Source: an optimization exercise on an open RTL-to-GDS flow (aim: small area and a short achievable clock period). Production flows keep margins and buffers that such runs may drop. At most, simulation tests tie the RTL to the original design; equivalence was not proved. Power and IR drop assume default switching activity.

==> flow/design.v <==
module bp_nand4 (input logic a, b, c, d, output logic y);
  assign y = ~(a & b & c & d);
endmodule
module bp_nand3 (input logic a, b, c, output logic y);
  assign y = ~(a & b & c);
endmodule
module bp_nand2 (input logic a, b, output logic y);
  assign y = ~(a & b);
endmodule
module bp_nor3 (input logic a, b, c, output logic y);
  assign y = ~(a | b | c);
endmodule
module bp_nor2 (input logic a, b, output logic y);
  assign y = ~(a | b);
endmodule
module bp_inv (input logic a, output logic y);
  assign y = ~a;
endmodule
module bp_xnor2 (input logic a, b, output logic y);
  assign y = ~(a ^ b);
endmodule
module bp_a32oi (input logic a1, a2, a3, b1, b2, output logic y);
  assign y = ~((a1 & a2 & a3) | (b1 & b2));
endmodule
module bp_dec (
  input  logic [4:0]  idx,
  output logic [31:0] sel
);
  logic [4:0] idx_n;
  logic [3:0] lo_n;
  logic [7:0] hi_n;
  for (genvar i = 0; i < 5; i++) begin : g_inv
    bp_inv u_iv (.a(idx[i]), .y(idx_n[i]));
  end
  for (genvar i = 0; i < 4; i++) begin : g_lo
    bp_nand2 u_nd (.a(i[0] ? idx[0] : idx_n[0]), .b(i[1] ? idx[1] : idx_n[1]), .y(lo_n[i]));
  end
  for (genvar i = 0; i < 8; i++) begin : g_hi
    bp_nand3 u_nd (.a(i[0] ? idx[2] : idx_n[2]), .b(i[1] ? idx[3] : idx_n[3]),
                   .c(i[2] ? idx[4] : idx_n[4]), .y(hi_n[i]));
  end
  for (genvar k = 0; k < 32; k++) begin : g_sel
    bp_nor2 u_nr (.a(lo_n[k % 4]), .b(hi_n[k / 4]), .y(sel[k]));
  end
endmodule
module bp_rd8 (
  input  logic [7:0] sel,
  input  logic [7:0] d,
  output logic       y
);
  assign y = |(sel & d);
endmodule
module bp_rdbit2_n (
  input  logic [31:0] sel,
  input  logic [31:0] d,
  output logic [1:0]  y_n
);
  logic [3:0] g;
  for (genvar i = 0; i < 4; i++) begin : g_rd
    bp_rd8 u_rd (.sel(sel[8*i +: 8]), .d(d[8*i +: 8]), .y(g[i]));
  end
  bp_nor2 u_nr0 (.a(g[0]), .b(g[1]), .y(y_n[0]));
  bp_nor2 u_nr1 (.a(g[2]), .b(g[3]), .y(y_n[1]));
endmodule
module bp_rdbit (
  input  logic [31:0] sel,
  input  logic [31:0] d,
  output logic        y
);
  logic [1:0] h_n;
  bp_rdbit2_n u_rd (.sel(sel), .d(d), .y_n(h_n));
  bp_nand2    u_nd (.a(h_n[0]), .b(h_n[1]), .y(y));
endmodule
module bp_match_n (
  input  logic [24:0] tag,
  input  logic [24:0] pc_tag,
  input  logic        valid,
  input  logic        ctr1,
  input  logic        sel,
  output logic        m_n
);
  logic [26:0] eq;
  logic [8:0]  l1_n;
  logic [2:0]  l2;
  for (genvar b = 0; b < 25; b++) begin : g_eq
    bp_xnor2 u_eq (.a(tag[b]), .b(pc_tag[b]), .y(eq[b]));
  end
  assign eq[25] = valid;
  assign eq[26] = ctr1;
  for (genvar i = 0; i < 9; i++) begin : g_l1
    bp_nand3 u_nd (.a(eq[3*i]), .b(eq[3*i+1]), .c(eq[3*i+2]), .y(l1_n[i]));
  end
  for (genvar i = 0; i < 3; i++) begin : g_l2
    bp_nor3 u_nr (.a(l1_n[3*i]), .b(l1_n[3*i+1]), .c(l1_n[3*i+2]), .y(l2[i]));
  end
  bp_nand4 u_m (.a(l2[0]), .b(l2[1]), .c(l2[2]), .d(sel), .y(m_n));
endmodule
module bp_inc_n (
  input  logic [31:0] pc,
  output logic [31:0] y_n
);
  assign y_n = ~{pc[31:2] + 30'd1, pc[1:0]};
endmodule
module branch_predictor (
  input  logic        clk,
  input  logic        reset,
  input  logic [31:0] if_pc,
  output logic        pred_taken,
  output logic [31:0] pred_next_pc,
  input  logic        ex_valid,
  input  logic        ex_is_branch,
  input  logic        ex_is_jump,
  input  logic [31:0] ex_pc,
  input  logic [31:0] ex_target,
  input  logic        ex_taken
);
  logic        valid_r  [32];
  logic [24:0] tag_r    [32];
  logic [31:0] target_r [32];
  logic [1:0]  ctr_r    [32];
  logic [31:0] sel_a_s, sel_b_s, m_n_s;
  logic [31:0] col_tgt_s [32];
  logic [1:0]  tgt_h_n_s [32];
  logic [31:0] inc_n_s;
  logic [7:0]  or8_s;
  logic [3:0]  or16_n_s;
  logic [1:0]  or32_s;
  logic [3:0]  pt_n_s, pt_s;
  always_comb
    for (int k = 0; k < 32; k++)
      for (int b = 0; b < 32; b++) col_tgt_s[b][k] = target_r[k][b];
  bp_dec u_dec_a (.idx(if_pc[6:2]), .sel(sel_a_s));
  bp_dec u_dec_b (.idx(if_pc[6:2]), .sel(sel_b_s));
  for (genvar k = 0; k < 32; k++) begin : g_ent
    bp_match_n u_m (.tag(tag_r[k]), .pc_tag(if_pc[31:7]), .valid(valid_r[k]),
                    .ctr1(ctr_r[k][1]), .sel(sel_a_s[k]), .m_n(m_n_s[k]));
  end
  for (genvar i = 0; i < 8; i++) begin : g_or8
    bp_nand4 u_nd (.a(m_n_s[4*i]), .b(m_n_s[4*i+1]), .c(m_n_s[4*i+2]), .d(m_n_s[4*i+3]),
                   .y(or8_s[i]));
  end
  for (genvar i = 0; i < 4; i++) begin : g_or16
    bp_nor2 u_nr (.a(or8_s[2*i]), .b(or8_s[2*i+1]), .y(or16_n_s[i]));
  end
  for (genvar i = 0; i < 2; i++) begin : g_or32
    bp_nand2 u_nd (.a(or16_n_s[2*i]), .b(or16_n_s[2*i+1]), .y(or32_s[i]));
  end
  for (genvar i = 0; i < 4; i++) begin : g_pt
    bp_nor2  u_nr (.a(or32_s[0]), .b(or32_s[1]), .y(pt_n_s[i]));
    bp_nand4 u_nd (.a(or16_n_s[0]), .b(or16_n_s[1]), .c(or16_n_s[2]), .d(or16_n_s[3]),
                   .y(pt_s[i]));
  end
  assign pred_taken = pt_s[0];
  bp_inc_n u_inc (.pc(if_pc), .y_n(inc_n_s));
  for (genvar b = 0; b < 32; b++) begin : g_tgt
    bp_rdbit2_n u_rd  (.sel(sel_b_s), .d(col_tgt_s[b]), .y_n(tgt_h_n_s[b]));
    bp_a32oi    u_out (.a1(pt_s[b / 8]), .a2(tgt_h_n_s[b][0]), .a3(tgt_h_n_s[b][1]),
                       .b1(pt_n_s[b / 8]), .b2(inc_n_s[b]), .y(pred_next_pc[b]));
  end
  logic [31:0] ex_sel_s;
  logic [31:0] col_tag_s [25];
  logic [31:0] col_val_s, col_c0_s, col_c1_s;
  logic [24:0] ex_tag_rd_s;
  logic [26:0] ex_eq_s;
  logic [8:0]  ex_l1_n_s;
  logic [2:0]  ex_l2_s;
  logic [1:0]  ex_ctr_s, ctr_nxt_s;
  logic        ex_hit_n_s, ex_hit_s, upd_s, taken_s;
  always_comb
    for (int k = 0; k < 32; k++) begin
      for (int b = 0; b < 25; b++) col_tag_s[b][k] = tag_r[k][b];
      col_val_s[k] = valid_r[k];
      col_c0_s[k]  = ctr_r[k][0];
      col_c1_s[k]  = ctr_r[k][1];
    end
  bp_dec u_dec_ex (.idx(ex_pc[6:2]), .sel(ex_sel_s));
  for (genvar b = 0; b < 25; b++) begin : g_ex_tag
    bp_rdbit u_rd (.sel(ex_sel_s), .d(col_tag_s[b]), .y(ex_tag_rd_s[b]));
    bp_xnor2 u_eq (.a(ex_tag_rd_s[b]), .b(ex_pc[7+b]), .y(ex_eq_s[b]));
  end
  bp_rdbit u_rd_val (.sel(ex_sel_s), .d(col_val_s), .y(ex_eq_s[25]));
  assign ex_eq_s[26] = 1'b1;
  bp_rdbit u_rd_c0 (.sel(ex_sel_s), .d(col_c0_s), .y(ex_ctr_s[0]));
  bp_rdbit u_rd_c1 (.sel(ex_sel_s), .d(col_c1_s), .y(ex_ctr_s[1]));
  for (genvar i = 0; i < 8; i++) begin : g_ex_l1
    bp_nand3 u_nd (.a(ex_eq_s[3*i]), .b(ex_eq_s[3*i+1]), .c(ex_eq_s[3*i+2]), .y(ex_l1_n_s[i]));
  end
  bp_nand2 u_ex_l1_8 (.a(ex_eq_s[24]), .b(ex_eq_s[25]), .y(ex_l1_n_s[8]));
  for (genvar i = 0; i < 3; i++) begin : g_ex_l2
    bp_nor3 u_nr (.a(ex_l1_n_s[3*i]), .b(ex_l1_n_s[3*i+1]), .c(ex_l1_n_s[3*i+2]), .y(ex_l2_s[i]));
  end
  bp_nand3 u_ex_hit (.a(ex_l2_s[0]), .b(ex_l2_s[1]), .c(ex_l2_s[2]), .y(ex_hit_n_s));
  assign ex_hit_s = ~ex_hit_n_s;
  always_comb begin
    upd_s    = ex_valid && (ex_is_branch || ex_is_jump);
    taken_s  = ex_is_jump || ex_taken;
    if (ex_is_jump)
      ctr_nxt_s = 2'b11;
    else if (!ex_hit_s)
      ctr_nxt_s = 2'b10;
    else if (taken_s)
      ctr_nxt_s = (ex_ctr_s == 2'b11) ? 2'b11 : ex_ctr_s + 2'b01;
    else
      ctr_nxt_s = (ex_ctr_s == 2'b00) ? 2'b00 : ex_ctr_s - 2'b01;
  end
  always_ff @(posedge clk) begin
    if (reset) begin
      for (int i = 0; i < 32; i++) valid_r[i] <= 1'b0;
    end else if (upd_s && taken_s) begin
      valid_r[ex_pc[6:2]] <= 1'b1;
    end
  end
  always_ff @(posedge clk) begin
    if (upd_s && taken_s)
      tag_r[ex_pc[6:2]] <= ex_pc[31:7];
  end
  always_ff @(posedge clk) begin
    if (upd_s && (taken_s || ex_hit_s)) begin
      target_r[ex_pc[6:2]] <= ex_target;
      ctr_r[ex_pc[6:2]]    <= ctr_nxt_s;
    end
  end
endmodule
export LEC_CHECK = 0
export CAP_MARGIN = 20
export CORE_MARGIN = 2
export CORE_UTILIZATION = 65
export CTS_BUF_LIST = sky130_fd_sc_hd__clkbuf_8
export CTS_CLUSTER_DIAMETER = 45
export CTS_CLUSTER_SIZE = 18
export SETUP_SLACK_MARGIN = 2.2
export SLEW_MARGIN = 20
export SYNTH_HIERARCHICAL = 1
export SYNTH_MINIMUM_KEEP_SIZE = 0
create_clock -name core_clock -period 7.0 [get_ports {clk}]
run.sh (not shown) runs the stock make flow with config.mk's settings and CLKGATE_MAP_FILE= SYNTH_SCRIPT=/design/flow/synth_recipe.tcl, a recipe that flattens the netlist after the stock synthesis.
The first run finished clean.
==> next run, changes <==
--- a/flow/design.v
+++ b/flow/design.v
@@ -15,12 +15,21 @@
 endmodule
 module bp_inv (input logic a, output logic y);
   assign y = ~a;
 endmodule
 module bp_xnor2 (input logic a, b, output logic y);
   assign y = ~(a ^ b);
+endmodule
+module bp_a22oi (input logic a1, a2, b1, b2, output logic y);
+  assign y = ~((a1 & a2) | (b1 & b2));
+endmodule
+module bp_a222oi (input logic a1, a2, b1, b2, c1, c2, output logic y);
+  assign y = ~((a1 & a2) | (b1 & b2) | (c1 & c2));
+endmodule
+module bp_xor2 (input logic a, b, output logic y);
+  assign y = a ^ b;
 endmodule
 module bp_a32oi (input logic a1, a2, a3, b1, b2, output logic y);
   assign y = ~((a1 & a2 & a3) | (b1 & b2));
 endmodule
 module bp_dec (
   input  logic [4:0]  idx,
@@ -67,12 +76,29 @@
   input  logic [31:0] d,
   output logic        y
 );
   logic [1:0] h_n;
   bp_rdbit2_n u_rd (.sel(sel), .d(d), .y_n(h_n));
   bp_nand2    u_nd (.a(h_n[0]), .b(h_n[1]), .y(y));
+endmodule
+module bp_rdbit_c_n (
+  input  logic [31:0] sel,
+  input  logic [31:0] d,
+  output logic        y_n
+);
+  logic [10:0] t_n;
+  logic [2:0]  g;
+  for (genvar i = 0; i < 10; i++) begin : g_ao
+    bp_a222oi u_ao (.a1(sel[3*i]), .a2(d[3*i]), .b1(sel[3*i+1]), .b2(d[3*i+1]),
+                    .c1(sel[3*i+2]), .c2(d[3*i+2]), .y(t_n[i]));
+  end
+  bp_a22oi u_ao10 (.a1(sel[30]), .a2(d[30]), .b1(sel[31]), .b2(d[31]), .y(t_n[10]));
+  bp_nand4 u_nd0 (.a(t_n[0]), .b(t_n[1]), .c(t_n[2]), .d(t_n[3]), .y(g[0]));
+  bp_nand4 u_nd1 (.a(t_n[4]), .b(t_n[5]), .c(t_n[6]), .d(t_n[7]), .y(g[1]));
+  bp_nand3 u_nd2 (.a(t_n[8]), .b(t_n[9]), .c(t_n[10]), .y(g[2]));
+  bp_nor3  u_nr  (.a(g[0]), .b(g[1]), .c(g[2]), .y(y_n));
 endmodule
 module bp_match_n (
   input  logic [24:0] tag,
   input  logic [24:0] pc_tag,
   input  logic        valid,
   input  logic        ctr1,
@@ -157,13 +183,12 @@
     bp_a32oi    u_out (.a1(pt_s[b / 8]), .a2(tgt_h_n_s[b][0]), .a3(tgt_h_n_s[b][1]),
                        .b1(pt_n_s[b / 8]), .b2(inc_n_s[b]), .y(pred_next_pc[b]));
   end
   logic [31:0] ex_sel_s;
   logic [31:0] col_tag_s [25];
   logic [31:0] col_val_s, col_c0_s, col_c1_s;
-  logic [24:0] ex_tag_rd_s;
   logic [26:0] ex_eq_s;
   logic [8:0]  ex_l1_n_s;
   logic [2:0]  ex_l2_s;
   logic [1:0]  ex_ctr_s, ctr_nxt_s;
   logic        ex_hit_n_s, ex_hit_s, upd_s, taken_s;
   always_comb
@@ -171,20 +196,25 @@
       for (int b = 0; b < 25; b++) col_tag_s[b][k] = tag_r[k][b];
       col_val_s[k] = valid_r[k];
       col_c0_s[k]  = ctr_r[k][0];
       col_c1_s[k]  = ctr_r[k][1];
     end
   bp_dec u_dec_ex (.idx(ex_pc[6:2]), .sel(ex_sel_s));
+  logic [24:0] ex_tag_rd_n_s;
+  logic        ex_val_rd_n_s;
+  logic [1:0]  ex_ctr_rd_n_s;
   for (genvar b = 0; b < 25; b++) begin : g_ex_tag
-    bp_rdbit u_rd (.sel(ex_sel_s), .d(col_tag_s[b]), .y(ex_tag_rd_s[b]));
-    bp_xnor2 u_eq (.a(ex_tag_rd_s[b]), .b(ex_pc[7+b]), .y(ex_eq_s[b]));
-  end
-  bp_rdbit u_rd_val (.sel(ex_sel_s), .d(col_val_s), .y(ex_eq_s[25]));
+    bp_rdbit_c_n u_rd (.sel(ex_sel_s), .d(col_tag_s[b]), .y_n(ex_tag_rd_n_s[b]));
+    bp_xor2      u_eq (.a(ex_tag_rd_n_s[b]), .b(ex_pc[7+b]), .y(ex_eq_s[b]));
+  end
+  bp_rdbit_c_n u_rd_val (.sel(ex_sel_s), .d(col_val_s), .y_n(ex_val_rd_n_s));
+  bp_inv       u_iv_val (.a(ex_val_rd_n_s), .y(ex_eq_s[25]));
   assign ex_eq_s[26] = 1'b1;
-  bp_rdbit u_rd_c0 (.sel(ex_sel_s), .d(col_c0_s), .y(ex_ctr_s[0]));
-  bp_rdbit u_rd_c1 (.sel(ex_sel_s), .d(col_c1_s), .y(ex_ctr_s[1]));
+  bp_rdbit_c_n u_rd_c0 (.sel(ex_sel_s), .d(col_c0_s), .y_n(ex_ctr_rd_n_s[0]));
+  bp_rdbit_c_n u_rd_c1 (.sel(ex_sel_s), .d(col_c1_s), .y_n(ex_ctr_rd_n_s[1]));
+  assign ex_ctr_s = ~ex_ctr_rd_n_s;
   for (genvar i = 0; i < 8; i++) begin : g_ex_l1
     bp_nand3 u_nd (.a(ex_eq_s[3*i]), .b(ex_eq_s[3*i+1]), .c(ex_eq_s[3*i+2]), .y(ex_l1_n_s[i]));
   end
   bp_nand2 u_ex_l1_8 (.a(ex_eq_s[24]), .b(ex_eq_s[25]), .y(ex_l1_n_s[8]));
   for (genvar i = 0; i < 3; i++) begin : g_ex_l2
     bp_nor3 u_nr (.a(ex_l1_n_s[3*i]), .b(ex_l1_n_s[3*i+1]), .c(ex_l1_n_s[3*i+2]), .y(ex_l2_s[i]));
What happened: Cell count shrinks by 3.1%; via count is about the same; worst hold slack gains 0.0033 ns; clock power increases by 3.6%; maximum frequency decreases by 3.3%; design area decreases by 0.60%; power climbs by 0.82%; worst setup slack gets worse by 0.17 ns; area after synthesis decreases by 0.48%.
Function not checked in the second run of this note: the RTL went through the layout flow alone.

[re-timing with driven ports]
The results above use ideal ports. As a check the final layouts listed here were re-extracted and re-timed, cells and wires unchanged.
Step 1 assumes that a clkbuf_16 drives the clock port and a buf_2 every other input.
Step 2 moves the port delays by t, midway between the first and last clock arrival at a register: inputs arrive t later, outputs are due t later. That takes back most of the time a late clock gives input paths.
a / b / c = ideal / step 1 / step 2; a / b = the first two.
run	shift t [ns]	setup WS [ns]	cell pins on the clock port's net
the first run	1.019	1.865 / 1.793 / 0.981	1
the second run	0.997	1.691 / 1.636 / 1.063	1
After both steps every run listed still meets setup and hold. The setup slack of the first run, which loses most, moves by -0.072 ns with the drivers and by -0.884 ns with both steps.
